Background: an optimization exercise with open tools, aiming at small area and few clock cycles per item. Do not read the settings as production practice.
Where RTL was checked, it was by simulation tests only, not by an equivalence proof against the original.
No functional check of the RTL was part of runs 1 and 2.
Power is estimated from default activity; no workload was simulated.

## flow/design.v

```verilog
`default_nettype none
module lerb_slot_next (
    input  wire logic [7:0] i_q,
    input  wire logic       i_wr,
    input  wire logic       i_sel_n,
    input  wire logic [7:0] i_x,
    output logic [7:0]      o_d
);
    assign o_d = ~((i_q | {8{i_wr}}) & ({8{i_sel_n}} | i_x));
endmodule
module lerb_read_col (
    input  wire logic [63:0] i_q,
    input  wire logic [63:0] i_sel_n,
    output logic             o_bit
);
    assign o_bit = &(i_q | i_sel_n);
endmodule
`default_nettype wire
`default_nettype none
module line_edit_receive_buffer (
    input  wire logic       i_clk,
    input  wire logic       i_rst_n,
    input  wire logic       i_valid,
    output logic            o_ready,
    input  wire logic       i_action,
    input  wire logic [7:0] i_rx_byte,
    output logic            o_valid,
    input  wire logic       i_ready,
    output logic [1:0]      o_kind,
    output logic [7:0]      o_out_byte,
    output logic            o_last,
    output logic [6:0]      o_line_count
);
    localparam logic [1:0] KIND_ECHO      = 2'd0;
    localparam logic [1:0] KIND_LINE      = 2'd1;
    localparam logic [1:0] KIND_EMPTY     = 2'd2;
    localparam logic [1:0] KIND_NOT_READY = 2'd3;
    logic       r_valid;
    logic       r_act;
    logic [7:0] r_byte;
    logic [6:0] r_fill;      
    logic       r_line;      
    logic       r_erase2;    
    logic [6:0] r_ptr;       
    logic [7:0] r_rd;        
    logic        r_phase;
    logic [7:0]  r_mem [64];
    logic [7:0]  mem_d [64];
    logic [63:0] sel_n;      
    logic [63:0] wr_sel;     
    logic [7:0]  wr_x;
    logic        wr_en;
    logic [7:0]  rd_q;
    logic       is_term, is_erase, is_plain;
    logic       empty, full, drain, pos_last, erase1;
    logic       take, done;
    logic [6:0] fill_inc, ptr_inc, fill_nxt;
    assign is_term  = !r_act && (r_byte == 8'h0D || r_byte == 8'h0A);
    assign is_erase = !r_act && (r_byte == 8'h08 || r_byte == 8'h7F);
    assign is_plain = !r_act && !is_term && !is_erase;
    assign empty    = (r_fill == 7'd0);
    assign full     = r_fill[6];
    assign drain    = r_act && r_line && !empty;
    assign pos_last = (r_ptr == r_fill);
    assign erase1   = is_erase && !r_erase2 && !empty;
    assign fill_inc = r_fill + 7'd1;
    assign ptr_inc  = r_ptr + 7'd1;
    always_comb begin
        o_valid      = r_valid;
        o_kind       = KIND_ECHO;
        o_out_byte   = r_byte;
        o_last       = 1'b1;
        o_line_count = 7'd0;
        if (r_act) begin
            o_out_byte = 8'h00;
            if (!r_line) begin
                o_kind = KIND_NOT_READY;
            end else if (empty) begin
                o_kind = KIND_EMPTY;
            end else begin
                o_kind       = KIND_LINE;
                o_out_byte   = r_rd;
                o_last       = pos_last;
                o_line_count = r_ptr;
            end
        end else if (is_erase && !r_erase2) begin
            o_out_byte = 8'h7F;
            o_last     = empty;
        end
    end
    assign take    = r_valid && i_ready;
    assign done    = take && o_last;
    assign o_ready = !r_valid || done;
    assign wr_en = is_plain && !full;
    assign wr_x  = (r_act || r_ptr[6]) ? 8'hFF : (r_byte ^ {8{r_phase}});
    always_comb begin
        for (int i = 0; i < 64; i++) begin
            sel_n[i]  = !(r_ptr[5:0] == 6'(i));
            wr_sel[i] = wr_en && (r_ptr[5:0] == 6'(i));
        end
    end
    for (genvar i = 0; i < 64; i++) begin : g_slot
        lerb_slot_next u_next (
            .i_q     (r_mem[i]),
            .i_wr    (wr_sel[i]),
            .i_sel_n (sel_n[i]),
            .i_x     (wr_x),
            .o_d     (mem_d[i])
        );
    end
    for (genvar b = 0; b < 8; b++) begin : g_col
        logic [63:0] col;
        for (genvar i = 0; i < 64; i++) begin : g_bit
            assign col[i] = r_mem[i][b];
        end
        lerb_read_col u_read (
            .i_q     (col),
            .i_sel_n (sel_n),
            .o_bit   (rd_q[b])
        );
    end
    always_ff @(posedge i_clk) begin
        if (!i_rst_n) begin
            r_phase <= 1'b0;
        end else begin
            r_phase <= !r_phase;
        end
    end
    always_ff @(posedge i_clk) begin
        for (int i = 0; i < 64; i++) begin
            r_mem[i] <= mem_d[i];
        end
    end
    always_ff @(posedge i_clk) begin
        if (empty && is_plain) begin
            r_rd <= r_byte;
        end else if (take && drain && !pos_last) begin
            r_rd <= rd_q ^ {8{r_phase}};
        end
    end
    always_ff @(posedge i_clk) begin
        if (o_ready) begin
            r_act  <= i_action;
            r_byte <= i_rx_byte;
        end
    end
    always_comb begin
        fill_nxt = r_fill;
        if (take) begin
            if (wr_en) begin
                fill_nxt = fill_inc;
            end
            if (erase1) begin
                fill_nxt = r_fill - 7'd1;
            end
            if (r_act && r_line && (empty || pos_last)) begin
                fill_nxt = 7'd0;
            end
        end
    end
    always_ff @(posedge i_clk) begin
        if (!i_rst_n) begin
            r_valid  <= 1'b0;
            r_fill   <= 7'd0;
            r_line   <= 1'b0;
            r_erase2 <= 1'b0;
            r_ptr    <= 7'd0;
        end else begin
            r_fill <= fill_nxt;
            if (o_ready) begin
                r_valid <= i_valid;
                r_ptr   <= (i_valid && i_action) ? 7'd1 : fill_nxt;
            end else if (take && drain) begin
                r_ptr   <= ptr_inc;
            end
            if (take) begin
                if (is_term) begin
                    r_line <= 1'b1;
                end
                if (erase1) begin
                    r_erase2 <= 1'b1;
                end
                if (done) begin
                    r_erase2 <= 1'b0;
                end
                if (r_act && r_line && (empty || pos_last)) begin
                    r_line <= 1'b0;
                end
            end
        end
    end
endmodule
`default_nettype wire
```

## flow/run.sh

```bash
#!/bin/bash
# synth_recipe.tcl (not shown) runs the flow's synth.tcl, then flattens the netlist and writes it again
# the make line also repeats each setting of config.mk as NAME=value (left out here)
make -C /OpenROAD-flow-scripts/flow DESIGN_CONFIG=/design/flow/config.mk WORK_HOME=/design/flow/orfs CLKGATE_MAP_FILE= SYNTH_SCRIPT=/design/flow/synth_recipe.tcl finish
```

## flow/config.mk

```make
export PLATFORM = sky130hd
export DESIGN_NAME = line_edit_receive_buffer
export DESIGN_NICKNAME = line_edit_receive_buffer
export VERILOG_FILES = /design/flow/design.v
export SDC_FILE = /design/flow/constraint.sdc
export NUM_CORES = 4
export LEC_CHECK = 0
export CAP_MARGIN = 20
export CORE_MARGIN = 2
export CORE_UTILIZATION = 40
export SLEW_MARGIN = 20
export SYNTH_HIERARCHICAL = 1
export SYNTH_MINIMUM_KEEP_SIZE = 40
```

## flow/constraint.sdc

```tcl
create_clock -name core_clock -period 4.5 [get_ports {i_clk}]
set_input_delay 0.9000 -clock core_clock [delete_from_list [all_inputs] [get_ports {i_clk}]]
set_output_delay 0.9000 -clock core_clock [all_outputs]
set_load 0.01 [all_outputs]
```

==> flow_summary.ini, run 1 <==
[layout]
fin_nets = 2012
drive_gt1_share_pct = 7.51
area_delta_synth_final_pct = 14.9
multi_input_area_sq_um = 7840
utilization_pct = 46.6
instances_no_fill = 2651
nFillCells = 4388
fin_area_sq_um = 22200
ff_latch_area_sq_um = 11100
num_antenna_cells = 0

[floorplan]
chipHeight_um = 224
core_area_sq_um = 47700
pin_count = 33
die-width_um = 224
initial_core_util_pct = 40.6
dieArea_sq_um = 50200
rows = 80

[pwr]
p_clk_share_pct = 45.5
switching_power_w = 0.00250
power.density_nw_per_um2 = 478
p_seq_share_pct = 48.5
p_int_w = 0.00813
comb_power_share_pct = 6.0
ir_drop_mv = 0.295
p_leak_nw = 7.78
switching_share_pct = 23.5

[route]
met2_length_um = 26100
routedWlPerCell_um = 22.5
drc = 0
vias = 17100
ant_nets = 0
routed_wl_um = 59700
top_layer = met4
avgViaCountPerCell = 6.44
drtPass1Iterations = 6
wl_met1_um = 27800
first_iter_violations = 2029
wl_met3_um = 4060

[clock_network]
clk_latency_ps = 620
clock-sinks = 547
ctsRootBufferMaster = clkbuf_16
clk_path_buf_depth = 3
cts_tree = yes
htree_num_levels = 2
cts-resized-gates = 0
cts_buffers = 54
clkSlewWorstSetupHoldPaths_ps = 60
ctsHoldBuffers = 0
post_cts_buffers = 0

[synth]
syn_nets = 1997
seq_area_frac_synth_pct = 57.4
netlist_instances = 1977
syn_area_sq_um = 19400
synth-async-reset-ratio_pct = 0
avgSynthCellArea_sq_um = 9.80
yosys_warnings = 10
synth_edf_count = 17
synthFlopType = dfxtp_1
synth_cell_types = 65
ys_ff_latch = 547

[sta]
tightest_slew_ps = 1090
fmax_mhz = 238
period_share_pct = 93.5
setup_viol = 0
fin_skew_ps = 30.2
relSlewSlack_pct = 27.1
min_period_ps = 4210
rsz0062_at_grt = false
fin_setup_tns_ps = 0
finalMaxSlewViolations = 0
hold_viol = 0

[critical_path]
crit_type = register to primary output
startpoint = r_byte[5]
required_ps = 3600
crit_path_end_kind = primary output
reg2reg_from = r_ptr[1]
critical_path.max_fanout = 11
startpoint_type = register
crit_arrival_ps = 3310

[global_routing]
grt_max_degree = 65
antenna_found_initial = 0
gr-usage-all-layers_pct = 23.2
overflow = 0
grt_pass1_wl_um = 92100
grt_pass1_vias = 15700

[place]
place.gp.congestion = 0.882
dp_cells = 2550
detailedPlacementHpwl_um = 38300
place_area_sq_um = 20300
io_buffers = 32

[run_status]
status = timing/DRC/antenna clean

[worst_hold_path]
holdCritPathClass = register to register
hp-start = r_mem[34][1]

[job]
drv_cap = 0
-- per-layer routing --
layer / vias up / GRT usage [%]
met5: - / 0
met1: 8385 / 33.8
met3: 119 / 4.03
met4: 0 / 7.87
met2: 699 / 34.6
li1: 7863 / -
-- worst max-delay path: stages (launching register included) --
cell and delay (ps):
edfxtp_1 500, or4b_4 600, nor4_4 200, buf_4 180
o21ai_2 170, a31oi_4 330, inv_2 180, clkdlybuf4s50_1 510
-- layout make-up --
type                    count  share of cell area [%]
well taps                 615                    3.46
multi-input cells        1319                    35.2
inverters                  10                   0.169
repair buffers             60                    2.47
flip-flops and latches    547                    50.0
clock inverters            26                    1.73
clock buffers              74                    6.97
-- modules after synthesis (local to each module, per instance) --
module,cells,flip-flops and latches
line_edit_receive_buffer,1561,547
lerb_read_col,52,0
-- power groups by stage --
stage | Clock (W) | Sequential [W] | Combinational, W
global route | 0.00510 | 0.00517 | 0.000681
CTS | 0.00491 | 0.00515 | 0.000617
floorplan | 0 | 0.00522 | 0.000400
global placement | 0 | 0.00525 | 0.000607
detailed placement | 0 | 0.00526 | 0.000615
finish | 0.00484 | 0.00516 | 0.000639
-- layout by cell type, fill, tap and decap left out, types with 5 or more instances in the layout --
| cell type | instances |
|---|---|
| nand2_2 | 8 |
| clkinv_2 | 15 |
| o211ai_1 | 6 |
| inv_1 | 9 |
| dfxtp_1 | 530 |
| clkbuf_8 | 6 |
| a21oi_1 | 11 |
| nor4_1 | 9 |
| nor4_2 | 9 |
| o22ai_1 | 773 |
| bufinv_16 | 8 |
| clkbuf_16 | 57 |
| nand4_1 | 30 |
| ha_1 | 7 |
| nor2_1 | 192 |
| clkdlybuf4s50_1 | 32 |
| nand2b_1 | 5 |
| edfxtp_1 | 17 |
| buf_4 | 27 |
| nand3_1 | 20 |
| nand2_1 | 94 |
| and3_1 | 5 |
| and2_1 | 25 |
| nor3_1 | 11 |
| o21ai_0 | 17 |
| nor2b_1 | 12 |
| xnor2_1 | 21 |
| clkbuf_1 | 11 |
-- metrics by stage --
step | power [W] | hold WS [ps] | worst slack, ps
2_1_floorplan | 0.00562 | 412 | 1610
3_3_place_gp | 0.00586 | 418 | 990
3_5_place_dp | 0.00588 | 428 | 953
4_1_cts | 0.0107 | 436 | 280
5_1_grt | 0.0110 | 441 | 154
6_report | 0.0106 | 433 | 291
-- path summary, 6_finish.rpt --
| check | end | slack, ps | cells after the start |
|---|---|---|---|
| max | o_ready | 290 | 7 |
| min | r_mem[34][1] | 430 | 1 |
| max reg2reg | r_rd[4] | 910 | 10 |
| min reg2reg | r_mem[34][1] | 430 | 1 |
-- cell usage after synthesis, drive strengths merged (4+ instances only) --
library cell,instances,area [sq um]
o22ai,773,4840
dfxtp,530,10600
nor2,192,721
nand2,104,393
clkbuf,87,327
nand4,30,188
and2,25,156
o21ai,22,114
nor4,21,233
xnor2,21,184
nand3,20,100
edfxtp,17,510
buf,14,78.8
a21oi,12,63.8
nor2b,12,75.1
nor3,11,55.1
inv,10,37.5
ha,7,87.6
o211ai,6,45.0
a21boi,5,37.5
and3,5,31.3
nand2b,5,31.3
a2111oi,4,53.8
o21a,4,30.0
-- cells by family (layout without fill, tap and decap cells) --
logic type	count (synthesis)	after routing	synth area share, %
AO/OA/AOI/OAI	848	848	27.9
XOR/XNOR	24	24	1.09
adder cells (fa/ha/maj)	7	7	0.452
buffers and inverters	111	170	2.29
flip-flops	547	547	57.4
multiplexers	2	2	0.103
AND/OR/NAND/NOR	438	438	10.8
-- flip-flops by register name, indices dropped and copies added, names as in the netlist --
signal    flops
r_act         1
r_byte        8
r_erase2      1
r_fill        7
r_line        1
r_mem       512
r_phase       1
r_ptr         7
r_rd          8
r_valid       1
==> inputs of run 2 (changes only) <==
--- a/flow/config.mk
+++ b/flow/config.mk
@@ -8,6 +8,9 @@
 export CAP_MARGIN = 20
 export CORE_MARGIN = 2
 export CORE_UTILIZATION = 40
+export CTS_BUF_LIST = sky130_fd_sc_hd__clkbuf_8
+export CTS_CLUSTER_DIAMETER = 50
+export CTS_CLUSTER_SIZE = 14
 export SLEW_MARGIN = 20
 export SYNTH_HIERARCHICAL = 1
 export SYNTH_MINIMUM_KEEP_SIZE = 40
==> run 2 against run 1 <==
- sequential share of layout area up 2.5 points
- global-route usage down 0.12 points
- critical endpoint unchanged
- wire length down 0.65%
- still clean on timing, DRC and antenna
==> flow_summary.ini, run 2 <==
[clock_network]
clkSlewWorstSetupHoldPaths_ps = 80
clock-sinks = 547
post_cts_buffers = 0
clk_latency_ps = 690
htree_num_levels = 2
cts_buffers = 50
clk_path_buf_depth = 3
cts_tree = yes
ctsRootBufferMaster = clkbuf_8
ctsHoldBuffers = 0
cts-resized-gates = 0

[place]
place.gp.congestion = 0.882
place_area_sq_um = 20300
detailedPlacementHpwl_um = 38300
io_buffers = 32
dp_cells = 2550

[synth]
yosys.area.top_type_share_pct = 54.8
synth-async-reset-ratio_pct = 0
avgSynthCellArea_sq_um = 9.80
synth_edf_count = 17
seq_area_frac_synth_pct = 57.4
yosysMostFrequentCell = o22ai_1
netlist_instances = 1977
synthFlopType = dfxtp_1
synth_common_cells = o22ai_1, dfxtp_1, nor2_1
synth_cell_types = 65
ys_ff_latch = 547
yosysTopAreaCell = dfxtp_1
yosys_warnings = 10
ys_top_cells_by_area = dfxtp_1, o22ai_1, nor2_1
syn_area_sq_um = 19400
syn_nets = 1997

[critical_path]
crit_family = buffers and inverters
max_stage_delay_ps = 600
crit_arrival_ps = 3360
crit_buf_inv = 3
startpoint_type = register
critPathSlowestCell = or4b_4
crit_type = register to primary output
startpoint = r_byte[5]
critical_path.max_fanout = 11
crit_path_end_kind = primary output
required_ps = 3600
reg2reg_from = r_ptr[1]
cp_cell_sequence = or4b_4, nor4_4, buf_4, o21ai_2, a31oi_4, inv_2, clkdlybuf4s50_1

[sta]
worst_hold_slack_ps = 436
fmax_mhz = 235
fin_setup_tns_ps = 0
rsz0062_at_grt = false
finalMaxSlewViolations = 0
fin_skew_ps = 63.6
min_period_ps = 4260
relSlewSlack_pct = 25.9
setup_viol = 0
period_share_pct = 94.7
hold_viol = 0
tightest_slew_ps = 1110

[pwr]
ir_drop_mv = 0.222
power.density_nw_per_um2 = 410
p_leak_nw = 7.30
total_power_w = 0.00869

[layout]
area_delta_synth_final_pct = 9.42
drive_gt1_share_pct = 6.52
top_regs = r_mem x512, r_byte x8, r_rd x8
largest_reg_flops = 512
final_cell_mix = o22ai_1, dfxtp_1, nor2_1
fin_area_sq_um = 21200
mostFrequentLayoutCell = o22ai_1
fin_nets = 2007
regMostFlops = r_mem
instances_no_fill = 2623
num_antenna_cells = 0

[route]
routed_wl_um = 59300
vias = 16800
avgViaCountPerCell = 6.42
first_iter_violations = 1856
ant_nets = 0
drtPass1Iterations = 5
routedWlPerCell_um = 22.6
drc = 0

[floorplan]
chipHeight_um = 224
initial_core_util_pct = 40.6
rows = 80
core_area_sq_um = 47700
dieArea_sq_um = 50200
pin_count = 33
die-width_um = 224

[run_status]
status = timing/DRC/antenna clean

[global_routing]
use_met3_pct = 4.70
grtUsageMet2_pct = 34.1
top_usage_layer = met2
grt_max_degree = 65
grt_use_met1_pct = 33.1
overflow = 0
grt_pass1_wl_um = 91300
grt_pass1_vias = 15500
gr-usage-all-layers_pct = 23.1
antenna_found_initial = 0

[job]
drv_cap = 0

[worst_hold_path]
hp-start = r_mem[54][6]
holdCritPathClass = register to register
[run 2: cell count changes in the layout (fill, tap and decap cells not counted), sizes merged]
cell	previous run	this run
clkbuf	74	54
clkinv	18	7
inv	10	21
buf	28	27
bufinv	8	1
[run 2: cell families after synthesis]
group                      share of synthesized area, %
adders and majority gates                         0.452
xor gates and xnor gates                           1.09
DFF                                                57.4
AOI/OAI and AO/OA                                  27.9
buffers and inverters                              2.29
muxes                                             0.103
and+or+nand+nor                                    10.8
[run 2: stage by stage]
step | setup WS, ps | util, %
after global placement | 990 | 42.5
final | 237 | 44.4
after detailed placement | 953 | 42.5
after CTS | 206 | 44.4
after global routing | 108 | 44.4
after floorplan | 1610 | -
[run 2: power breakdown]
part	total, W	internal [W]	switching (W)
clock	0.00290	0.00118	0.00172
combinational	0.000632	0.000195	0.000437
sequential	0.00515	0.00504	0.000110
[run 2: path summary, 6_finish.rpt]
check | to | slack (ps) | cells past startpoint
setup / recovery | o_ready | 240 | 7
hold / removal | r_mem[54][6] | 440 | 1
setup reg to reg | r_rd[7] | 950 | 11
hold reg to reg | r_mem[54][6] | 440 | 1
[run 2: per-module statistics from Yosys (local to each module, per instance)]
module / times used / area, sq um / cells / flip-flops and latches
line_edit_receive_buffer: 1 / 17000 / 1561 / 547
lerb_read_col: 8 / 295 / 52 / 0
[run 2: layout make-up]
type	instances	area, sq um
clock buffer	54	743
clock inverter	19	161
fill	4533	26600
inverter	10	37.5
multi-input combinational	1319	7840
sequential	547	11100
tap	615	769
timing repair buffer	59	523
[run 2: worst register-to-register path: cells and delay by family, from the launching register on]
| kind | cells | cell delay, ps |
|---|---|---|
| simple gates | 6 | 2040 |
| flops | 1 | 490 |
| compound gates | 2 | 320 |
| fa+ha+maj | 1 | 240 |
| buf+inv | 1 | 140 |
| xor+xnor | 1 | 100 |
[run 2: layer usage]
metal  share of wire, %  vias to the layer above
met1                 46                     8222
li1                   -                     7839
met5                  0                        -
met3                7.4                      116
met4                3.5                        0
met2                 43                      651
==> inputs of run 3 (changes only) <==
--- a/flow/design.v
+++ b/flow/design.v
@@ -9,8 +9,8 @@
     assign o_d = ~((i_q | {8{i_wr}}) & ({8{i_sel_n}} | i_x));
 endmodule
 module lerb_read_col (
-    input  wire logic [63:0] i_q,
-    input  wire logic [63:0] i_sel_n,
+    input  wire logic [62:0] i_q,
+    input  wire logic [62:0] i_sel_n,
     output logic             o_bit
 );
     assign o_bit = &(i_q | i_sel_n);
@@ -44,10 +44,10 @@
     logic [6:0] r_ptr;       
     logic [7:0] r_rd;        
     logic        r_phase;
-    logic [7:0]  r_mem [64];
-    logic [7:0]  mem_d [64];
-    logic [63:0] sel_n;      
-    logic [63:0] wr_sel;     
+    logic [7:0]  r_mem [1:63];
+    logic [7:0]  mem_d [1:63];
+    logic [63:1] sel_n;      
+    logic [63:1] wr_sel;     
     logic [7:0]  wr_x;
     logic        wr_en;
     logic [7:0]  rd_q;
@@ -92,14 +92,14 @@
     assign done    = take && o_last;
     assign o_ready = !r_valid || done;
     assign wr_en = is_plain && !full;
-    assign wr_x  = (r_act || r_ptr[6]) ? 8'hFF : (r_byte ^ {8{r_phase}});
+    assign wr_x  = r_act ? 8'hFF : (r_byte ^ {8{r_phase}});
     always_comb begin
-        for (int i = 0; i < 64; i++) begin
+        for (int i = 1; i < 64; i++) begin
             sel_n[i]  = !(r_ptr[5:0] == 6'(i));
-            wr_sel[i] = wr_en && (r_ptr[5:0] == 6'(i));
+            wr_sel[i] = is_plain && (r_ptr[5:0] == 6'(i));
         end
     end
-    for (genvar i = 0; i < 64; i++) begin : g_slot
+    for (genvar i = 1; i < 64; i++) begin : g_slot
         lerb_slot_next u_next (
             .i_q     (r_mem[i]),
             .i_wr    (wr_sel[i]),
@@ -109,8 +109,8 @@
         );
     end
     for (genvar b = 0; b < 8; b++) begin : g_col
-        logic [63:0] col;
-        for (genvar i = 0; i < 64; i++) begin : g_bit
+        logic [63:1] col;
+        for (genvar i = 1; i < 64; i++) begin : g_bit
             assign col[i] = r_mem[i][b];
         end
         lerb_read_col u_read (
@@ -127,7 +127,7 @@
         end
     end
     always_ff @(posedge i_clk) begin
-        for (int i = 0; i < 64; i++) begin
+        for (int i = 1; i < 64; i++) begin
             r_mem[i] <= mem_d[i];
         end
     end
--- a/flow/config.mk
+++ b/flow/config.mk
@@ -8,9 +8,9 @@
 export CAP_MARGIN = 20
 export CORE_MARGIN = 2
 export CORE_UTILIZATION = 40
-export CTS_BUF_LIST = sky130_fd_sc_hd__clkbuf_8
-export CTS_CLUSTER_DIAMETER = 50
-export CTS_CLUSTER_SIZE = 14
+export CTS_BUF_LIST = sky130_fd_sc_hd__clkbuf_4 sky130_fd_sc_hd__clkbuf_8
+export CTS_CLUSTER_DIAMETER = 40
+export CTS_CLUSTER_SIZE = 12
 export SLEW_MARGIN = 20
 export SYNTH_HIERARCHICAL = 1
 export SYNTH_MINIMUM_KEEP_SIZE = 40
==> run 3 against run 2 <==
- still clean
- synthesized cell count down 1.6%
- sequential power shrank 3%
- critical path depth is 1 higher
- critical endpoint unchanged
- largest cell class unchanged
- largest power group unchanged
==> flow_summary.ini, run 3 <==
[sta]
period_share_pct = 95.2
fin_ws_ps = 214
fin_skew_ps = 44.6
setup_viol = 0
fin_setup_tns_ps = 0
rsz0062_at_grt = false
worst_hold_slack_ps = 434
relSlewSlack_pct = 25.7
tightest_slew_ps = 1110
finalMaxSlewViolations = 0
min_period_ps = 4290
fmax_mhz = 233
hold_viol = 0

[global_routing]
grt_pass1_vias = 15300
grt_pass1_wl_um = 89700
overflow = 0
grt_max_degree = 42
antenna_found_initial = 0
gr-usage-all-layers_pct = 23.1

[place]
detailedPlacementHpwl_um = 38300
place.gp.congestion = 0.924
pre_cts_ws_ps = 842
io_buffers = 32

[clock_network]
cts_tree = yes
clock-sinks = 539
cts_buffers = 77
clk_latency_ps = 670
post_cts_buffers = 0
ctsHoldBuffers = 0
htree_num_levels = 3
clkSlewWorstSetupHoldPaths_ps = 70
clk_path_buf_depth = 3
cts-resized-gates = 0
ctsRootBufferMaster = clkbuf_8

[floorplan]
rows = 79
core_area_sq_um = 46700
die-width_um = 222
initial_core_util_pct = 40.6
dieArea_sq_um = 49100
pin_count = 33
chipHeight_um = 222

[pwr]
p_leak_nw = 7.63
ir_drop_mv = 0.219
power.density_nw_per_um2 = 456

[synth]
yosys.area.top_type_share_pct = 55.1
synth_common_cells = o22ai_1, dfxtp_1, nor2_1
synth_edf_count = 17
synthFlopType = dfxtp_1
synth_cell_types = 60
yosysMostFrequentCell = o22ai_1
avgSynthCellArea_sq_um = 9.74
netlist_instances = 1945
seq_area_frac_synth_pct = 57.8
syn_nets = 1965
yosysTopAreaCell = dfxtp_1
ys_ff_latch = 539
synth-async-reset-ratio_pct = 0
ys_top_cells_by_area = dfxtp_1, o22ai_1, nor2_1
syn_area_sq_um = 19000
yosys_warnings = 10

[critical_path]
startpoint = r_byte[5]
critical_path.max_fanout = 11
crit_buf_inv = 3
crit_arrival_ps = 3390
reg2reg_from = r_ptr[0]
crit_type = register to primary output
critPathSlowestCell = clkdlybuf4s50_1
crit_family = simple AND/OR/NAND/NOR gates
max_stage_delay_ps = 510
crit_path_end_kind = primary output
required_ps = 3600
cp_cell_sequence = or3_4, or4_4, a21oi_1, buf_4, nor2b_1, a21boi_1, inv_2, clkdlybuf4s50_1
startpoint_type = register

[route]
drc = 0
ant_nets = 0
routedWlPerCell_um = 22.1
vias = 16500
first_iter_violations = 1893
avgViaCountPerCell = 6.24
drtPass1Iterations = 17
routed_wl_um = 58400

[layout]
num_antenna_cells = 0
area_delta_synth_final_pct = 14.1
mostFrequentLayoutCell = o22ai_1
final_cell_mix = o22ai_1, dfxtp_1, nor2_1
utilization_pct = 46.3
largest_reg_flops = 504
regMostFlops = r_mem
fin_nets = 1996
drive_gt1_share_pct = 9.83
top_regs = r_mem x504, r_byte x8, r_rd x8

[worst_hold_path]
hp-start = r_mem[8][3]
holdCritPathClass = register to register

[run_status]
status = timing/DRC/antenna clean

[job]
drv_cap = 0
[run 3: cell types whose count changed in the layout (fill, tap and decap cells not counted), moves of 8 or more]
cell,previous run,this run
a21oi_1,11,19
clkbuf_8,54,84
dfxtp_1,530,522
o22ai_1,773,757
nor2_2,0,9
clkinvlp_4,0,11
[run 3: final cells by class]
class | count | area [sq um]
inverter | 8 | 30.0
sequential | 539 | 11000
fill | 4422 | 25000
clock inverter | 48 | 553
tap | 607 | 759
clock buffer | 90 | 1200
timing repair buffer | 57 | 528
multi-input combinational | 1293 | 7590
[run 3: worst paths after layout]
kind | to | slack (ps) | cells past startpoint
worst min-delay path | r_mem[8][3] | 430 | 1
worst min register to register | r_mem[8][3] | 430 | 1
worst max register to register | r_rd[5] | 980 | 10
worst max-delay path | o_ready | 210 | 8
[run 3: modules after synthesis (local to each module, per instance)]
module / flops+latches / area, sq um / cells inside
lerb_read_col: 0 / 295 / 52
line_edit_receive_buffer: 539 / 16600 / 1529
[run 3: cells by family after synthesis]
family	share of synthesized area, %
AO/OA/AOI/OAI	27.4
flip-flops	57.8
AND/OR/NAND/NOR	10.7
buffers and inverters	2.30
XOR/XNOR	1.16
adder cells (fa/ha/maj)	0.462
multiplexers	0.165
[run 3: routing by layer]
layer / routed length (um) / track usage [%] / share of wire, % / vias to the layer above
met1: 27100 / 32.8 / 46 / 8029
met4: 1830 / 8.78 / 3.1 / 0
met2: 25600 / 34.5 / 44 / 604
li1: - / - / - / 7743
met3: 3860 / 4.60 / 6.6 / 100
met5: 0 / 0 / 0 / -
[run 3: report_power, final]
part           switching [W]  internal (W)  total (W)
clock network        0.00207       0.00232    0.00439
logic               0.000359      0.000143   0.000502
registers          0.0000679       0.00490    0.00497
[run 3: worst register-to-register path, delay by kind of cell (launching register included)]
family / cells / cell delay, ps
buffers and inverters: 1 / 160
DFF: 1 / 510
AOI/OAI and AO/OA: 2 / 290
adders and majority gates: 1 / 300
xor gates and xnor gates: 1 / 180
and+or+nand+nor: 5 / 1840
[run 3: stage by stage]
stage / cell area, sq um / total power (W) / cells
CTS: 21600 / 0.00993 / 2642
floorplan: 19000 / 0.00535 / 1945
detailed placement: 19900 / 0.00556 / 2504
global placement: 19800 / 0.00555 / 2503
global route: 21600 / 0.0102 / 2642
finish: 21600 / 0.00986 / 2642
Testbench counts of run 3, summed over its fixed seeds: cycles 36,371, items 20,000.
==> inputs of run 4 (changes only) <==
--- a/flow/config.mk
+++ b/flow/config.mk
@@ -8,9 +8,9 @@
 export CAP_MARGIN = 20
 export CORE_MARGIN = 2
 export CORE_UTILIZATION = 40
-export CTS_BUF_LIST = sky130_fd_sc_hd__clkbuf_4 sky130_fd_sc_hd__clkbuf_8
-export CTS_CLUSTER_DIAMETER = 40
-export CTS_CLUSTER_SIZE = 12
+export CTS_BUF_LIST = sky130_fd_sc_hd__clkbuf_8
+export CTS_CLUSTER_DIAMETER = 45
+export CTS_CLUSTER_SIZE = 18
 export SLEW_MARGIN = 20
 export SYNTH_HIERARCHICAL = 1
 export SYNTH_MINIMUM_KEEP_SIZE = 40
==> run 4 against run 3 <==
- count of clock-buffer cells in the layout shrank 22
- die area is the same
- clock power shrank 14%
- clock skew shrank 7.6 ps
- highest routed layer unchanged
- core utilization shrank 0.71 points
- sequential share of layout area grew 0.78 points
- design area shrank 1.5%
- sequential power is essentially flat
- still clean
==> flow_summary.ini, run 4 <==
[route]
vias = 16300
routed_wl_um = 58000
avgViaCountPerCell = 6.22
drtPass1Iterations = 16
drc = 0
first_iter_violations = 2045
routedWlPerCell_um = 22.2
ant_nets = 0

[synth]
netlist_instances = 1945
yosys.area.top_type_share_pct = 55.1
synthFlopType = dfxtp_1
yosysMostFrequentCell = o22ai_1
yosysTopAreaCell = dfxtp_1
synth_edf_count = 17
syn_area_sq_um = 19000
ys_top_cells_by_area = dfxtp_1, o22ai_1, nor2_1
ys_ff_latch = 539
synth_common_cells = o22ai_1, dfxtp_1, nor2_1
seq_area_frac_synth_pct = 57.8
avgSynthCellArea_sq_um = 9.74
synth_cell_types = 60
syn_nets = 1965
synth-async-reset-ratio_pct = 0
yosys_warnings = 10

[critical_path]
critical_path.max_fanout = 11
reg2reg_slack_ps = 940
crit_type = register to primary output
max_stage_delay_ps = 510
startpoint_type = register
crit_path_end_kind = primary output
rr_worst_depth = 11
critPathSlowestCell = clkdlybuf4s50_1
rr_endpoint = r_rd[7]
required_ps = 3600
reg2reg_from = r_ptr[0]
cp_cell_sequence = or3_4, or4_4, a21oi_1, buf_4, nor2b_1, a21boi_1, inv_2, clkdlybuf4s50_1
crit_arrival_ps = 3390

[layout]
fin_nets = 1979
utilization_pct = 45.6
fin_area_sq_um = 21300
largest_reg_flops = 504
num_antenna_cells = 0
drive_gt1_share_pct = 8.56
instances_no_fill = 2616
top_regs = r_mem x504, r_byte x8, r_rd x8
final_cell_mix = o22ai_1, dfxtp_1, nor2_1
area_delta_synth_final_pct = 12.3
mostFrequentLayoutCell = o22ai_1
regMostFlops = r_mem
nFillCells = 4438

[global_routing]
grt_pass1_wl_um = 89300
overflow = 0
gr-usage-all-layers_pct = 22.9
grt_pass1_vias = 15100
antenna_found_initial = 0
grt_max_degree = 42

[pwr]
ir_drop_mv = 0.218
p_leak_nw = 7.48
power.density_nw_per_um2 = 433

[floorplan]
initial_core_util_pct = 40.6
pin_count = 33
die-width_um = 222
dieArea_sq_um = 49100
core_area_sq_um = 46700
chipHeight_um = 222
rows = 79

[clock_network]
ctsRootBufferMaster = clkbuf_8
cts_tree = yes
clkSlewWorstSetupHoldPaths_ps = 70
clk_path_buf_depth = 3
clk_latency_ps = 700
cts-resized-gates = 0
cts_buffers = 60
htree_num_levels = 2
ctsHoldBuffers = 0
clock-sinks = 539
post_cts_buffers = 0

[place]
dp_cells = 2504
place_area_sq_um = 19900
io_buffers = 32
place.gp.congestion = 0.924
detailedPlacementHpwl_um = 38300

[sta]
fin_setup_tns_ps = 0
fmax_mhz = 233
fin_skew_ps = 37.0
rsz0062_at_grt = false
setup_viol = 0
hold_viol = 0
finalMaxSlewViolations = 0
period_share_pct = 95.4
tightest_slew_ps = 1110
min_period_ps = 4290
relSlewSlack_pct = 26.0

[worst_hold_path]
holdPathEnd = r_mem[43][6]
holdCritPathClass = register to register
min_path_cells = 1
hp-start = r_mem[43][6]

[job]
drv_cap = 0

[run_status]
status = timing/DRC/antenna clean
## run 4: cell counts after synthesis
Identical to the previous run, type by type.
## run 4: per-module statistics from Yosys (local to each module, per instance)
| module | cell area (sq um) | flops+latches | cells inside |
|---|---|---|---|
| line_edit_receive_buffer | 16600 | 539 | 1529 |
| lerb_read_col | 295 | 0 | 52 |
## run 4: where the power goes
group / total [W] / internal (W) / switching [W] / leakage, nW
clock network: 0.00376 / 0.00167 / 0.00209 / 0.724
registers: 0.00496 / 0.00490 / 0.0000673 / 4.57
logic: 0.000502 / 0.000143 / 0.000358 / 2.19
## run 4: cell families (layout without fill, tap and decap cells)
| group | after synthesis | in the layout | share of synthesized area [%] |
|---|---|---|---|
| and+or+nand+nor | 434 | 434 | 10.7 |
| xor gates and xnor gates | 25 | 25 | 1.16 |
| AOI/OAI and AO/OA | 824 | 824 | 27.4 |
| buffers and inverters | 113 | 177 | 2.30 |
| muxes | 3 | 3 | 0.165 |
| adders and majority gates | 7 | 7 | 0.462 |
| DFF | 539 | 539 | 57.8 |
## run 4: worst max path at each step
stage / start / endpoint / slack (ps) / cells after the start
3_3_place_gp: r_byte[5] / o_ready / 800 / 8
6_report: r_byte[5] / o_ready / 210 / 8
5_1_grt: r_byte[5] / o_ready / 80 / 8
3_5_place_dp: r_byte[5] / o_ready / 840 / 8
4_1_cts: r_byte[5] / o_ready / 110 / 8
2_1_floorplan: r_byte[5] / o_ready / 1520 / 6
## run 4: final cells by class
type	count	area (sq um)	share of cell area (%)
Sequential cell	539	11000	51.5
Multi-Input combinational cell	1293	7590	35.6
Clock buffer	68	936	4.40
Tap cell	607	759	3.57
Timing Repair Buffer	57	528	2.48
Clock inverter	44	489	2.30
Inverter	8	30.0	0.141
## run 4: layer usage
layer	vias to the layer above	track usage (%)	wire (um)
li1	7689	-	-
met1	7906	33.0	27000
met2	571	34.5	25600
met3	95	3.70	3660
met4	0	8.11	1810
met5	-	0	0
## run 4: critical path: cells and delay by family (launching register included)
family / cells / cell delay [ps]
and+or+nand+nor: 3 / 1000
buffers and inverters: 3 / 860
DFF: 1 / 470
AOI/OAI and AO/OA: 2 / 390
## run 4: metrics by stage
step                      worst slack [ps]  hold slack [ps]  total power [W]
after floorplan                       1520              412          0.00535
after global placement                 799              418          0.00555
after detailed placement               842              428          0.00556
after CTS                              112              440          0.00929
after global routing                  76.1              443          0.00954
final                                  209              435          0.00922
==> inputs of run 5 (changes only) <==
--- a/flow/config.mk
+++ b/flow/config.mk
@@ -9,8 +9,8 @@
 export CORE_MARGIN = 2
 export CORE_UTILIZATION = 40
 export CTS_BUF_LIST = sky130_fd_sc_hd__clkbuf_8
-export CTS_CLUSTER_DIAMETER = 45
-export CTS_CLUSTER_SIZE = 18
+export CTS_CLUSTER_DIAMETER = 50
+export CTS_CLUSTER_SIZE = 14
 export SLEW_MARGIN = 20
 export SYNTH_HIERARCHICAL = 1
 export SYNTH_MINIMUM_KEEP_SIZE = 40
==> run 5 against run 4 <==
- still clean on timing, DRC and antenna
- clock power shrank 17%
- die area is the same
- first-iteration DRC count shrank 5.9%
- final cell count shrank 1.5%
- core utilization shrank 0.88 points
- clock skew shrank 7.9 ps
- hold slack gained 1.6 ps
- largest power group unchanged
- highest routed layer unchanged
==> flow_summary.ini, run 5 <==
[sta]
tightest_slew_ps = 1070
finalMaxSlewViolations = 0
hold_viol = 0
setup_viol = 0
period_share_pct = 95.4
fin_setup_tns_ps = 0
fin_skew_ps = 29.1
rsz0062_at_grt = false
fmax_mhz = 233
relSlewSlack_pct = 28.6
min_period_ps = 4290

[floorplan]
core_area_sq_um = 46700
pin_count = 33
die-width_um = 222
initial_core_util_pct = 40.6
rows = 79
chipHeight_um = 222
dieArea_sq_um = 49100

[layout]
num_antenna_cells = 0
largest_reg_flops = 504
final_cell_mix = o22ai_1, dfxtp_1, nor2_1
utilization_pct = 44.8
fin_nets = 1969
mostFrequentLayoutCell = o22ai_1
area_delta_synth_final_pct = 10.2
fin_area_sq_um = 20900
regMostFlops = r_mem
top_regs = r_mem x504, r_byte x8, r_rd x8
drive_gt1_share_pct = 6.80

[synth]
netlist_instances = 1945
yosys.area.top_type_share_pct = 55.1
syn_nets = 1965
synthFlopType = dfxtp_1
seq_area_frac_synth_pct = 57.8
synth_common_cells = o22ai_1, dfxtp_1, nor2_1
synth_edf_count = 17
yosysTopAreaCell = dfxtp_1
synth_cell_types = 60
synth-async-reset-ratio_pct = 0
yosys_warnings = 10
yosysMostFrequentCell = o22ai_1
syn_area_sq_um = 19000
avgSynthCellArea_sq_um = 9.74
ys_top_cells_by_area = dfxtp_1, o22ai_1, nor2_1
ys_ff_latch = 539

[critical_path]
crit_family = simple AND/OR/NAND/NOR gates
crit_type = register to primary output
crit_arrival_ps = 3390
reg2reg_slack_ps = 930
rr_endpoint = r_rd[4]
crit_path_end_kind = primary output
crit_end = o_ready
worst-path-stages = 8
startpoint_type = register
reg2reg_from = r_ptr[0]
cp_cell_sequence = or3_4, or4_4, a21oi_1, buf_4, nor2b_1, a21boi_1, inv_2, clkdlybuf4s50_1
required_ps = 3600
critPathSlowestCell = clkdlybuf4s50_1
critical_path.max_fanout = 11
crit_buf_inv = 3
rr_worst_depth = 10
startpoint = r_byte[5]
max_stage_delay_ps = 510

[clock_network]
ctsRootBufferMaster = clkbuf_8
clk_latency_ps = 660
clk_path_buf_depth = 3
cts_buffers = 50
cts-resized-gates = 0
ctsHoldBuffers = 0
post_cts_buffers = 0
htree_num_levels = 2
clock-sinks = 539
clkSlewWorstSetupHoldPaths_ps = 90
cts_tree = yes

[route]
drc = 0
drtPass1Iterations = 17
first_iter_violations = 1925
ant_nets = 0
avgViaCountPerCell = 6.29
vias = 16200
routedWlPerCell_um = 22.4
routed_wl_um = 57800

[global_routing]
gr-usage-all-layers_pct = 22.8
overflow = 0
grt_max_degree = 42
grt_pass1_vias = 15000
antenna_found_initial = 0
grt_pass1_wl_um = 88700

[pwr]
p_leak_nw = 7.28
p_int_w = 0.00647
total_power_w = 0.00859
comb_power_share_pct = 5.8
switching_share_pct = 24.7
power.density_nw_per_um2 = 411
switching_power_w = 0.00212
ir_drop_mv = 0.259
p_seq_share_pct = 57.8
p_clk_share_pct = 36.4

[worst_hold_path]
holdCritPathClass = register to register
hp-start = r_mem[8][3]

[place]
detailedPlacementHpwl_um = 38300
place_area_sq_um = 19900
io_buffers = 32
place.gp.congestion = 0.924

[job]
drv_cap = 0

[run_status]
status = timing/DRC/antenna clean
run 5: worst min path at each step:
stage                              end  slack (ps)  depth (start not counted)
after floorplan           r_mem[10][0]         410                          1
after global placement    r_mem[58][0]         420                          1
after detailed placement  r_mem[27][4]         430                          1
after CTS                 r_mem[20][6]         440                          1
after global routing      r_mem[43][6]         440                          1
final                      r_mem[8][3]         440                          1
run 5: power by group through the flow:
stage / clock network [W] / registers [W] / logic (W)
after global routing: 0.00338 / 0.00498 / 0.000529
after detailed placement: 0 / 0.00507 / 0.000491
after global placement: 0 / 0.00507 / 0.000480
final: 0.00312 / 0.00496 / 0.000500
after CTS: 0.00320 / 0.00496 / 0.000492
after floorplan: 0 / 0.00505 / 0.000302
run 5: stage by stage:
step | setup WS, ps | hold slack (ps) | std cells
5_1_grt | 78.7 | 445 | 2578
4_1_cts | 114 | 440 | 2578
6_report | 208 | 437 | 2578
3_5_place_dp | 842 | 428 | 2504
2_1_floorplan | 1520 | 412 | 1945
3_3_place_gp | 799 | 418 | 2503
run 5: metal layers:
metal / vias up / global-route usage (%) / part of all wire, %
met3: 92 / 3.62 / 6.1
li1: 7636 / - / -
met5: - / 0 / 0
met4: 0 / 8.04 / 3.0
met2: 562 / 34.5 / 44
met1: 7915 / 32.8 / 47
run 5: modules after synthesis (local to each module, per instance):
module | cell area (sq um) | flops+latches | copies in the design
line_edit_receive_buffer | 16600 | 539 | 1
lerb_read_col | 295 | 0 | 8
run 5: worst register-to-register path: stages (launching register included):
cell and delay (ps):
dfxtp_1 510, inv_1 150, ha_1 300, and2_1 320
nand2_1 550, o22ai_1 210, nor2_1 250, nand4_1 330
nor4_2 430, xnor2_1 160, o21ai_0 90
run 5: logic make-up after synthesis:
group	after synthesis	synth area share (%)
AND/OR/NAND/NOR	434	10.7
adder cells (fa/ha/maj)	7	0.462
multiplexers	3	0.165
flip-flops	539	57.8
AO/OA/AOI/OAI	824	27.4
XOR/XNOR	25	1.16
buffers and inverters	113	2.30
run 5: area by class of cell:
class	instances	area (sq um)
timing repair buffer	57	528
sequential	539	11000
fill	4474	25800
clock buffer	55	757
multi-input combinational	1293	7590
tap	607	759
inverter	8	30.0
clock inverter	19	258
==> inputs of run 6 (changes only) <==
--- a/flow/config.mk
+++ b/flow/config.mk
@@ -7,10 +7,10 @@
 export LEC_CHECK = 0
 export CAP_MARGIN = 20
 export CORE_MARGIN = 2
-export CORE_UTILIZATION = 40
-export CTS_BUF_LIST = sky130_fd_sc_hd__clkbuf_8
-export CTS_CLUSTER_DIAMETER = 50
-export CTS_CLUSTER_SIZE = 14
+export CORE_UTILIZATION = 45
+export CTS_BUF_LIST = sky130_fd_sc_hd__clkbuf_16
+export CTS_CLUSTER_DIAMETER = 80
+export CTS_CLUSTER_SIZE = 24
 export SLEW_MARGIN = 20
 export SYNTH_HIERARCHICAL = 1
 export SYNTH_MINIMUM_KEEP_SIZE = 40
==> run 6 against run 5 <==
- count of clock-buffer cells in the layout fell by 28
- maximum frequency fell by 2.3%
- worst setup slack got worse by 99 ps
- clock skew fell by 4.1 ps
- area after synthesis did not move
- sequential share of layout area rose by 0.94 points
- core utilization rose by 4.4 points
- critical endpoint unchanged
- largest power group unchanged
==> flow_summary.ini, run 6 <==
[sta]
setup_viol = 0
fmax_mhz = 228
fin_setup_tns_ps = 0
relSlewSlack_pct = 33.4
min_period_ps = 4390
hold_viol = 0
finalMaxSlewViolations = 0
period_share_pct = 97.6
fin_skew_ps = 25.0
tightest_slew_ps = 999

[synth]
yosysTopAreaCell = dfxtp_1
yosysMostFrequentCell = o22ai_1
avgSynthCellArea_sq_um = 9.74
seq_area_frac_synth_pct = 57.8
syn_area_sq_um = 19000
ys_top_cells_by_area = dfxtp_1, o22ai_1, nor2_1
netlist_instances = 1945
syn_nets = 1965
synth_edf_count = 17
yosys.area.top_type_share_pct = 55.1
synth_cell_types = 60
ys_ff_latch = 539
synth_common_cells = o22ai_1, dfxtp_1, nor2_1
synth-async-reset-ratio_pct = 0
yosys_warnings = 10
synthFlopType = dfxtp_1

[job]
drv_cap = 0

[global_routing]
top_usage_layer = met2
grtUsageMet2_pct = 39.8
grt_use_met1_pct = 36.3
overflow = 0
antenna_found_initial = 0
grt_max_degree = 64
grt_pass1_vias = 15000
gr-usage-all-layers_pct = 25.2
use_met3_pct = 2.98
grt_pass1_wl_um = 87900

[layout]
drive_gt1_share_pct = 4.80
num_antenna_cells = 0
fin_nets = 1947
mostFrequentLayoutCell = o22ai_1
utilization_pct = 49.1
final_cell_mix = o22ai_1, dfxtp_1, nor2_1
area_delta_synth_final_pct = 8.23
largest_reg_flops = 504
regMostFlops = r_mem
nFillCells = 3855
top_regs = r_mem x504, r_byte x8, r_rd x8

[pwr]
p_leak_nw = 7.13
power.density_nw_per_um2 = 394
ir_drop_mv = 0.277

[place]
place.gp.congestion = 0.935
detailedPlacementHpwl_um = 37500
io_buffers = 32

[clock_network]
post_cts_buffers = 0
ctsHoldBuffers = 0
ctsRootBufferMaster = clkbuf_16
clk_latency_ps = 600
cts_tree = yes
cts_buffers = 27
htree_num_levels = 1
clk_path_buf_depth = 3
clock-sinks = 539
cts-resized-gates = 0
clkSlewWorstSetupHoldPaths_ps = 110

[critical_path]
critPathSlowestCell = clkdlybuf4s50_1
startpoint_type = register
max_stage_delay_ps = 540
crit_path_end_kind = primary output
crit_arrival_ps = 3490
critical_path.max_fanout = 11
crit_type = register to primary output
cp_common_cell = buf_4
required_ps = 3600
cp_cell_sequence = or3_4, or4_4, a21oi_1, buf_4, nor2b_1, a21boi_1, buf_4, inv_1, clkdlybuf4s50_1

[floorplan]
chipHeight_um = 209
die-width_um = 209
rows = 75
core_area_sq_um = 41800
pin_count = 33
initial_core_util_pct = 45.4
dieArea_sq_um = 43800

[route]
vias = 16000
drc = 0
routedWlPerCell_um = 22.7
first_iter_violations = 1593
avgViaCountPerCell = 6.47
drtPass1Iterations = 5
ant_nets = 0
routed_wl_um = 56200

[worst_hold_path]
holdCritPathClass = register to register

[run_status]
status = timing/DRC/antenna clean
## run 6: cell counts after synthesis
No cell type changed its count.
## run 6: per-stage QoR
step | power, W | hold slack [ps] | area [sq um] | setup slack (ps) | std cells
floorplan | 0.00535 | 412 | 19000 | 1520 | 1945
global route | 0.00834 | 446 | 20500 | -0.412 | 2475
detailed placement | 0.00555 | 428 | 19700 | 753 | 2434
finish | 0.00808 | 437 | 20500 | 108 | 2475
global placement | 0.00554 | 418 | 19700 | 747 | 2434
CTS | 0.00812 | 439 | 20500 | 100 | 2472
## run 6: final timing paths
path                            cells past startpoint    startpoint            to  slack, ps
worst max-delay path                                9     r_byte[5]       o_ready        110
worst min-delay path                                1  r_mem[28][4]  r_mem[28][4]        440
worst max register to register                     10      r_ptr[0]       r_rd[0]        820
worst min register to register                      1  r_mem[28][4]  r_mem[28][4]        440
## run 6: metal layers
layer  part of all wire (%)  up-vias
li1                       -     7596
met1                     47     7894
met2                     46      447
met3                    5.0       83
met4                    2.9        0
met5                      0        -
## run 6: power breakdown
part | switching, W | total [W] | internal [W]
clock | 0.00152 | 0.00262 | 0.00110
sequential | 0.0000685 | 0.00497 | 0.00490
combinational | 0.000345 | 0.000487 | 0.000141
## run 6: critical path: cells and delay by family (launching register included)
family                 cells  cell delay, ps
and+or+nand+nor            3            1040
buffers and inverters      4            1060
AOI/OAI and AO/OA          2             310
DFF                        1             470
## run 6: kinds of logic (layout without fill, tap and decap cells)
group | after synthesis | count (layout) | share of synthesized area [%]
fa+ha+maj | 7 | 7 | 0.462
flops | 539 | 539 | 57.8
buf+inv | 113 | 104 | 2.30
simple gates | 434 | 434 | 10.7
compound gates | 824 | 824 | 27.4
xor+xnor | 25 | 25 | 1.16
mux | 3 | 3 | 0.165
## run 6: per-module statistics from Yosys, one instance, submodules excluded
module / cell area, sq um / flops+latches / cells
lerb_read_col: 295 / 0 / 52
line_edit_receive_buffer: 16600 / 539 / 1529
## run 6: layout make-up
type | instances | area (sq um) | share of cell area, %
clock buffer | 27 | 676 | 3.29
tap | 539 | 674 | 3.29
multi-input combinational | 1293 | 7580 | 37.0
sequential | 539 | 11000 | 53.4
inverter | 8 | 30.0 | 0.146
clock inverter | 11 | 72.6 | 0.354
timing repair buffer | 58 | 515 | 2.51
==> inputs of run 7 (changes only) <==
--- a/flow/config.mk
+++ b/flow/config.mk
@@ -7,10 +7,10 @@
 export LEC_CHECK = 0
 export CAP_MARGIN = 20
 export CORE_MARGIN = 2
-export CORE_UTILIZATION = 45
+export CORE_UTILIZATION = 40
 export CTS_BUF_LIST = sky130_fd_sc_hd__clkbuf_16
-export CTS_CLUSTER_DIAMETER = 80
-export CTS_CLUSTER_SIZE = 24
+export CTS_CLUSTER_DIAMETER = 100
+export CTS_CLUSTER_SIZE = 30
 export SLEW_MARGIN = 20
 export SYNTH_HIERARCHICAL = 1
 export SYNTH_MINIMUM_KEEP_SIZE = 40
==> run 7 against run 6 <==
- wire length grew 1.3%
- highest routed layer unchanged
- global-route usage shrank 2.9 points
- critical path type unchanged
- largest cell class unchanged
- count of clock-buffer cells in the layout shrank 5
==> flow_summary.ini, run 7 <==
[run_status]
status = timing/DRC/antenna clean

[synth]
syn_area_sq_um = 19000
yosysTopAreaCell = dfxtp_1
synth_edf_count = 17
avgSynthCellArea_sq_um = 9.74
synthFlopType = dfxtp_1
synth_common_cells = o22ai_1, dfxtp_1, nor2_1
yosysMostFrequentCell = o22ai_1
yosys_warnings = 10
syn_nets = 1965
synth-async-reset-ratio_pct = 0
ys_top_cells_by_area = dfxtp_1, o22ai_1, nor2_1
ys_ff_latch = 539
yosys.area.top_type_share_pct = 55.1
netlist_instances = 1945
seq_area_frac_synth_pct = 57.8
synth_cell_types = 60

[sta]
relSlewSlack_pct = 29.4
tightest_slew_ps = 1060
hold_viol = 0
fin_setup_tns_ps = 0
min_period_ps = 4300
period_share_pct = 95.5
finalMaxSlewViolations = 0
rsz0062_at_grt = false
fmax_mhz = 233
setup_viol = 0
fin_skew_ps = 46.4

[clock_network]
cts_tree = yes
clk_latency_ps = 590
htree_num_levels = 1
ctsHoldBuffers = 0
clkSlewWorstSetupHoldPaths_ps = 110
ctsRootBufferMaster = clkbuf_16
cts_buffers = 22
clk_path_buf_depth = 3
cts-resized-gates = 0
clock-sinks = 539
post_cts_buffers = 0

[layout]
nFillCells = 4477
largest_reg_flops = 504
multi_input_area_sq_um = 7590
mostFrequentLayoutCell = o22ai_1
final_cell_mix = o22ai_1, dfxtp_1, nor2_1
drive_gt1_share_pct = 4.52
top_regs = r_mem x504, r_byte x8, r_rd x8
regMostFlops = r_mem
num_antenna_cells = 0
ff_latch_area_sq_um = 11000
area_delta_synth_final_pct = 7.99
fin_nets = 1941

[global_routing]
antenna_found_initial = 0
grt_max_degree = 42
grt_pass1_wl_um = 87500
gr-usage-all-layers_pct = 22.2
overflow = 0
grt_pass1_vias = 14700

[route]
routedWlPerCell_um = 22.5
drtPass1Iterations = 17
vias = 16000
first_iter_violations = 1963
routed_wl_um = 57000
drc = 0
avgViaCountPerCell = 6.33
ant_nets = 0

[critical_path]
startpoint_type = register
crit_type = register to primary output
crit_arrival_ps = 3400
critPathSlowestCell = clkdlybuf4s50_1
crit_path_end_kind = primary output
max_stage_delay_ps = 550
required_ps = 3600
cp_cell_sequence = or3_4, or4_4, a21oi_1, buf_4, nor2b_1, a21boi_1, inv_1, clkdlybuf4s50_1
critical_path.max_fanout = 11

[worst_hold_path]
holdCritPathClass = register to register

[pwr]
p_leak_nw = 7.05
power.density_nw_per_um2 = 384
ir_drop_mv = 0.252
total_power_w = 0.00787

[floorplan]
rows = 79
pin_count = 33
chipHeight_um = 222
initial_core_util_pct = 40.6
core_area_sq_um = 46700
die-width_um = 222
dieArea_sq_um = 49100

[place]
place.gp.congestion = 0.924
detailedPlacementHpwl_um = 38300
io_buffers = 32

[job]
drv_cap = 0
-- run 7: changes by cell type in the layout (fill, tap and decap cells not counted), sizes merged --
cell | before | now
clkinv | 6 | 1
buf | 26 | 25
inv | 13 | 12
clkbuf | 27 | 22
-- run 7: path summary, 6_finish.rpt --
| path | endpoint | from | cells past startpoint | slack [ps] |
|---|---|---|---|---|
| max | o_ready | r_byte[5] | 8 | 200 |
| min | r_mem[8][3] | r_mem[8][3] | 1 | 440 |
| max reg2reg | r_rd[7] | r_ptr[0] | 11 | 930 |
| min reg2reg | r_mem[8][3] | r_mem[8][3] | 1 | 440 |
-- run 7: per-stage QoR --
| stage | setup WS, ps | util [%] | instances | hold slack, ps | cell area [sq um] |
|---|---|---|---|---|---|
| finish | 202 | 43.9 | 2531 | 439 | 20500 |
| floorplan | 1520 | - | 1945 | 412 | 19000 |
| CTS | 194 | 43.9 | 2531 | 442 | 20500 |
| detailed placement | 842 | 42.6 | 2504 | 428 | 19900 |
| global route | 64.4 | 43.9 | 2531 | 449 | 20500 |
| global placement | 799 | 42.5 | 2503 | 418 | 19800 |
-- run 7: cells by family (layout without fill, tap and decap cells) --
| kind of cell | after synthesis | in the layout | synth area share [%] |
|---|---|---|---|
| compound gates | 824 | 824 | 27.4 |
| flops | 539 | 539 | 57.8 |
| simple gates | 434 | 434 | 10.7 |
| buf+inv | 113 | 92 | 2.30 |
| xor+xnor | 25 | 25 | 1.16 |
| fa+ha+maj | 7 | 7 | 0.462 |
| mux | 3 | 3 | 0.165 |
-- run 7: area by class of cell --
class / instances / share of cell area (%)
Sequential cell: 539 / 53.5
Timing Repair Buffer: 57 / 2.58
Multi-Input combinational cell: 1293 / 37.1
Clock inverter: 5 / 0.263
Tap cell: 607 / 3.71
Clock buffer: 22 / 2.69
Inverter: 8 / 0.147
-- run 7: worst max-delay path: cells and delay by family, from the launching register on --
family | cells | cell delay (ps)
and+or+nand+nor | 3 | 1000
buffers and inverters | 3 | 970
DFF | 1 | 480
AOI/OAI and AO/OA | 2 | 360
-- run 7: report_power, final --
| group | switching [W] | internal (W) | leakage [nW] |
|---|---|---|---|
| Combinational | 0.000354 | 0.000143 | 2.19 |
| Sequential | 0.0000673 | 0.00490 | 4.57 |
| Clock | 0.00149 | 0.000913 | 0.300 |
-- run 7: routing by layer --
metal	GRT usage [%]	wire (um)	part of all wire, %	vias up
met5	0	0	0	-
met4	7.11	1690	3.0	0
met3	2.40	3630	6.4	72
met2	34.2	25200	44	536
met1	32.7	26500	46	7833
li1	-	-	-	7576
-- run 7: per-module statistics from Yosys, one instance, submodules excluded --
module / flops+latches / copies in the design / cells
lerb_read_col: 0 / 8 / 52
line_edit_receive_buffer: 539 / 1 / 1529
==> inputs of run 8 (changes only) <==
==> flow/flow/run.sh (new file) <==
#!/bin/bash
# The standard layout (standard.sh: the standard flow's synthesis, floorplan, placement,
# CTS, routing), with two changes to how it builds the layout:
#  - port buffers are the smallest buffer, sky130_fd_sc_hd__buf_1, which the
#    resizer may still upsize;
#  - clock tree synthesis uses clkbuf_16 leaf clusters of up to 24 sinks and
#    no dummy loads.
# Every tool's full output stays in orfs/logs; make's own output goes to
# make_standard.log here.
set -euo pipefail
export BUFFER_PORTS_ARGS="-buffer_cell sky130_fd_sc_hd__buf_1"
export CTS_ARGS="-sink_clustering_enable -repair_clock_nets -dont_use_dummy_load -sink_clustering_size 24 -sink_clustering_max_diameter 80 -buf_list sky130_fd_sc_hd__clkbuf_16"
bash standard.sh > make_standard.log 2>&1
==> flow/standard.sh (new file) <==
#!/bin/bash
# synth_recipe.tcl (not shown) runs the flow's synth.tcl, then flattens the netlist and writes it again
# the make line also repeats each setting of config.mk as NAME=value (left out here)
make -C /OpenROAD-flow-scripts/flow DESIGN_CONFIG=/design/flow/config.mk WORK_HOME=/design/flow/orfs CLKGATE_MAP_FILE= SYNTH_SCRIPT=/design/flow/synth_recipe.tcl "${@:-finish}"
--- a/flow/config.mk
+++ b/flow/config.mk
@@ -9,8 +9,8 @@
 export CORE_MARGIN = 2
 export CORE_UTILIZATION = 40
 export CTS_BUF_LIST = sky130_fd_sc_hd__clkbuf_16
-export CTS_CLUSTER_DIAMETER = 100
-export CTS_CLUSTER_SIZE = 30
+export CTS_CLUSTER_DIAMETER = 80
+export CTS_CLUSTER_SIZE = 24
 export SLEW_MARGIN = 20
 export SYNTH_HIERARCHICAL = 1
 export SYNTH_MINIMUM_KEEP_SIZE = 40
removed: flow/run.sh
==> run 8 against run 7 <==
- still clean
- die area did not move
- synthesized cell count did not move
- maximum frequency rose by 2.6%
- first-iteration DRC count fell by 16%
- via count rose by 0.14%
- global-route usage fell by 0.074 points
- final cell count fell by 0.24%
- critical path type unchanged
==> flow_summary.ini, run 8 <==
[route]
drc = 0
routedWlPerCell_um = 22.6
drtPass1Iterations = 17
first_iter_violations = 1640
avgViaCountPerCell = 6.35
ant_nets = 0
vias = 16000
routed_wl_um = 57200

[sta]
setup_viol = 0
fin_setup_tns_ps = 0
min_period_ps = 4190
hold_viol = 0
tightest_slew_ps = 1050
fmax_mhz = 239
relSlewSlack_pct = 29.8
finalMaxSlewViolations = 0
period_share_pct = 93.1
fin_skew_ps = 96.0
rsz0062_at_grt = false

[clock_network]
cts-resized-gates = 0
cts_buffers = 30
clk_latency_ps = 630
clk_path_buf_depth = 3
clkSlewWorstSetupHoldPaths_ps = 80
cts_tree = yes
ctsRootBufferMaster = clkbuf_16
ctsHoldBuffers = 0
post_cts_buffers = 0
htree_num_levels = 1
clock-sinks = 539

[critical_path]
crit_family = simple AND/OR/NAND/NOR gates
reg2reg_slack_ps = 940
worst-path-stages = 8
crit_path_end_kind = primary output
rr_endpoint = r_rd[6]
critPathSlowestCell = or4_4
crit_arrival_ps = 3290
cp_cell_sequence = or3_4, or4_4, a21oi_1, buf_4, nor2b_1, a21boi_1, inv_1, buf_1
reg2reg_from = r_ptr[0]
crit_buf_inv = 3
crit_type = register to primary output
rr_worst_depth = 10
max_stage_delay_ps = 500
critical_path.max_fanout = 11
startpoint_type = register
required_ps = 3600

[layout]
multi_input_area_sq_um = 7580
mostFrequentLayoutCell = o22ai_1
area_delta_synth_final_pct = 7.27
fin_nets = 1940
final_cell_mix = o22ai_1, dfxtp_1, nor2_1
ff_latch_area_sq_um = 11000
nFillCells = 4503
regMostFlops = r_mem
top_regs = r_mem x504, r_byte x8, r_rd x8
largest_reg_flops = 504
fin_area_sq_um = 20300
num_antenna_cells = 0
drive_gt1_share_pct = 4.22

[place]
place_area_sq_um = 19600
io_buffers = 32
detailedPlacementHpwl_um = 37300
place.gp.congestion = 0.878

[global_routing]
grt_pass1_wl_um = 86800
top_usage_layer = met2
gr-usage-all-layers_pct = 22.2
grt_pass1_vias = 14900
grt_use_met1_pct = 31.3
antenna_found_initial = 0
grt_max_degree = 57
overflow = 0
grtUsageMet2_pct = 34.2
use_met3_pct = 3.55

[run_status]
status = timing/DRC/antenna clean

[synth]
seq_area_frac_synth_pct = 57.8
syn_area_sq_um = 19000
yosysTopAreaCell = dfxtp_1
ys_top_cells_by_area = dfxtp_1, o22ai_1, nor2_1
ys_ff_latch = 539
synth_common_cells = o22ai_1, dfxtp_1, nor2_1
avgSynthCellArea_sq_um = 9.74
netlist_instances = 1945
synth_edf_count = 17
yosys_warnings = 10
yosys.area.top_type_share_pct = 55.1
yosysMostFrequentCell = o22ai_1
syn_nets = 1965
synth-async-reset-ratio_pct = 0
synth_cell_types = 60
synthFlopType = dfxtp_1

[worst_hold_path]
holdCritPathClass = register to register
min_path_cells = 1
holdPathEnd = r_mem[55][2]
hp-start = r_mem[55][2]

[floorplan]
core_area_sq_um = 46700
rows = 79
die-width_um = 222
pin_count = 33
dieArea_sq_um = 49100
initial_core_util_pct = 40.6
chipHeight_um = 222

[pwr]
p_leak_nw = 6.99
power.density_nw_per_um2 = 399
ir_drop_mv = 0.324

[job]
drv_cap = 0
==> run 8: changes by cell type in the layout (fill, tap and decap cells not counted), sizes merged <==
cell / previous run / this run
buf: 25 / 48
clkbuf: 22 / 30
clkdlybuf4s50: 32 / 0
clkinv: 1 / 0
inv: 12 / 8
==> run 8: through the flow <==
step	total power, W	utilization [%]	hold WS (ps)	setup slack [ps]	cells
CTS	0.00816	43.6	435	285	2525
detailed placement	0.00553	42.0	428	968	2495
global placement	0.00552	42.0	418	1010	2495
floorplan	0.00535	-	412	1520	1945
finish	0.00811	43.6	431	311	2525
global route	0.00837	43.6	446	116	2525
==> run 8: worst max path at each step <==
stage | from | end | slack (ps)
5_1_grt | r_byte[4] | o_ready | 120
3_3_place_gp | r_byte[5] | o_ready | 1010
3_5_place_dp | r_byte[4] | o_ready | 970
6_report | r_byte[4] | o_ready | 310
2_1_floorplan | r_byte[5] | o_ready | 1520
4_1_cts | r_byte[4] | o_ready | 280
==> run 8: modules after synthesis (local to each module, per instance) <==
module	flops+latches	cells inside
lerb_read_col	0	52
line_edit_receive_buffer	539	1529
==> run 8: area by class of cell <==
type / count / share of cell area (%)
Clock buffer: 30 / 3.69
Inverter: 8 / 0.148
Multi-Input combinational cell: 1293 / 37.3
Sequential cell: 539 / 53.9
Tap cell: 607 / 3.74
Timing Repair Buffer: 48 / 1.24
==> run 8: cell families after synthesis <==
| family | Yosys count | share of synthesized area [%] |
|---|---|---|
| AOI/OAI and AO/OA | 824 | 27.4 |
| xor gates and xnor gates | 25 | 1.16 |
| adders and majority gates | 7 | 0.462 |
| buffers and inverters | 113 | 2.30 |
| DFF | 539 | 57.8 |
| muxes | 3 | 0.165 |
| and+or+nand+nor | 434 | 10.7 |
==> run 8: per-layer routing <==
layer | up-vias | part of all wire, %
met5 | - | 0
met4 | 0 | 3.2
met3 | 92 | 6.5
met2 | 538 | 44
met1 | 7831 | 46
li1 | 7579 | -
==> run 8: worst register-to-register path, cell delays in order, from the launching register on <==
cell	delay (ps)
dfxtp_1	530
inv_1	150
ha_1	300
and3_1	330
nand2_1	480
o22ai_1	230
nor4_1	400
nand3_1	270
nor4_2	360
xnor2_1	170
o21ai_0	110
==> run 8: power breakdown <==
group	internal, W	total, W	switching [W]
clock network	0.00118	0.00268	0.00150
logic	0.000119	0.000469	0.000351
registers	0.00490	0.00497	0.0000682
total	0.00620	0.00811	0.00192

-- static timing again, ports no longer ideal --
In the flow no input, the clock included, has a driving cell. The finished layouts below were timed again as built, in two steps.
Step 1 assumes that a clkbuf_16 drives the clock port and a buf_2 every other input.
Step 2 also shifts input and output timing later by t, the mid clock arrival at the registers, as if the neighbouring blocks saw the same clock.
Three values: ideal ports, drivers, drivers and shift; two values: the first two.
run	shift t [ns]	setup WS [ns]	worst register clock-pin slew, ns	worst data-port slew with drivers (ns)	pins driven straight from the clock port
run 1	0.666	0.291 / 0.230 / 0.896	0.07 / 0.07	0.04	1
run 2	0.717	0.237 / 0.181 / 0.898	0.10 / 0.10	0.04	1
run 3	0.701	0.214 / 0.164 / 0.865	0.08 / 0.08	0.03	1
run 4	0.729	0.209 / 0.156 / 0.885	0.10 / 0.10	0.04	1
run 5	0.706	0.208 / 0.158 / 0.863	0.10 / 0.10	0.04	1
run 6	0.637	0.108 / 0.055 / 0.692	0.11 / 0.11	0.04	1
run 7	0.625	0.202 / 0.149 / 0.773	0.12 / 0.12	0.03	1
run 8	0.625	0.311 / 0.257 / 0.883	0.10 / 0.10	0.04	1
After both steps setup and hold are still met in every run listed.
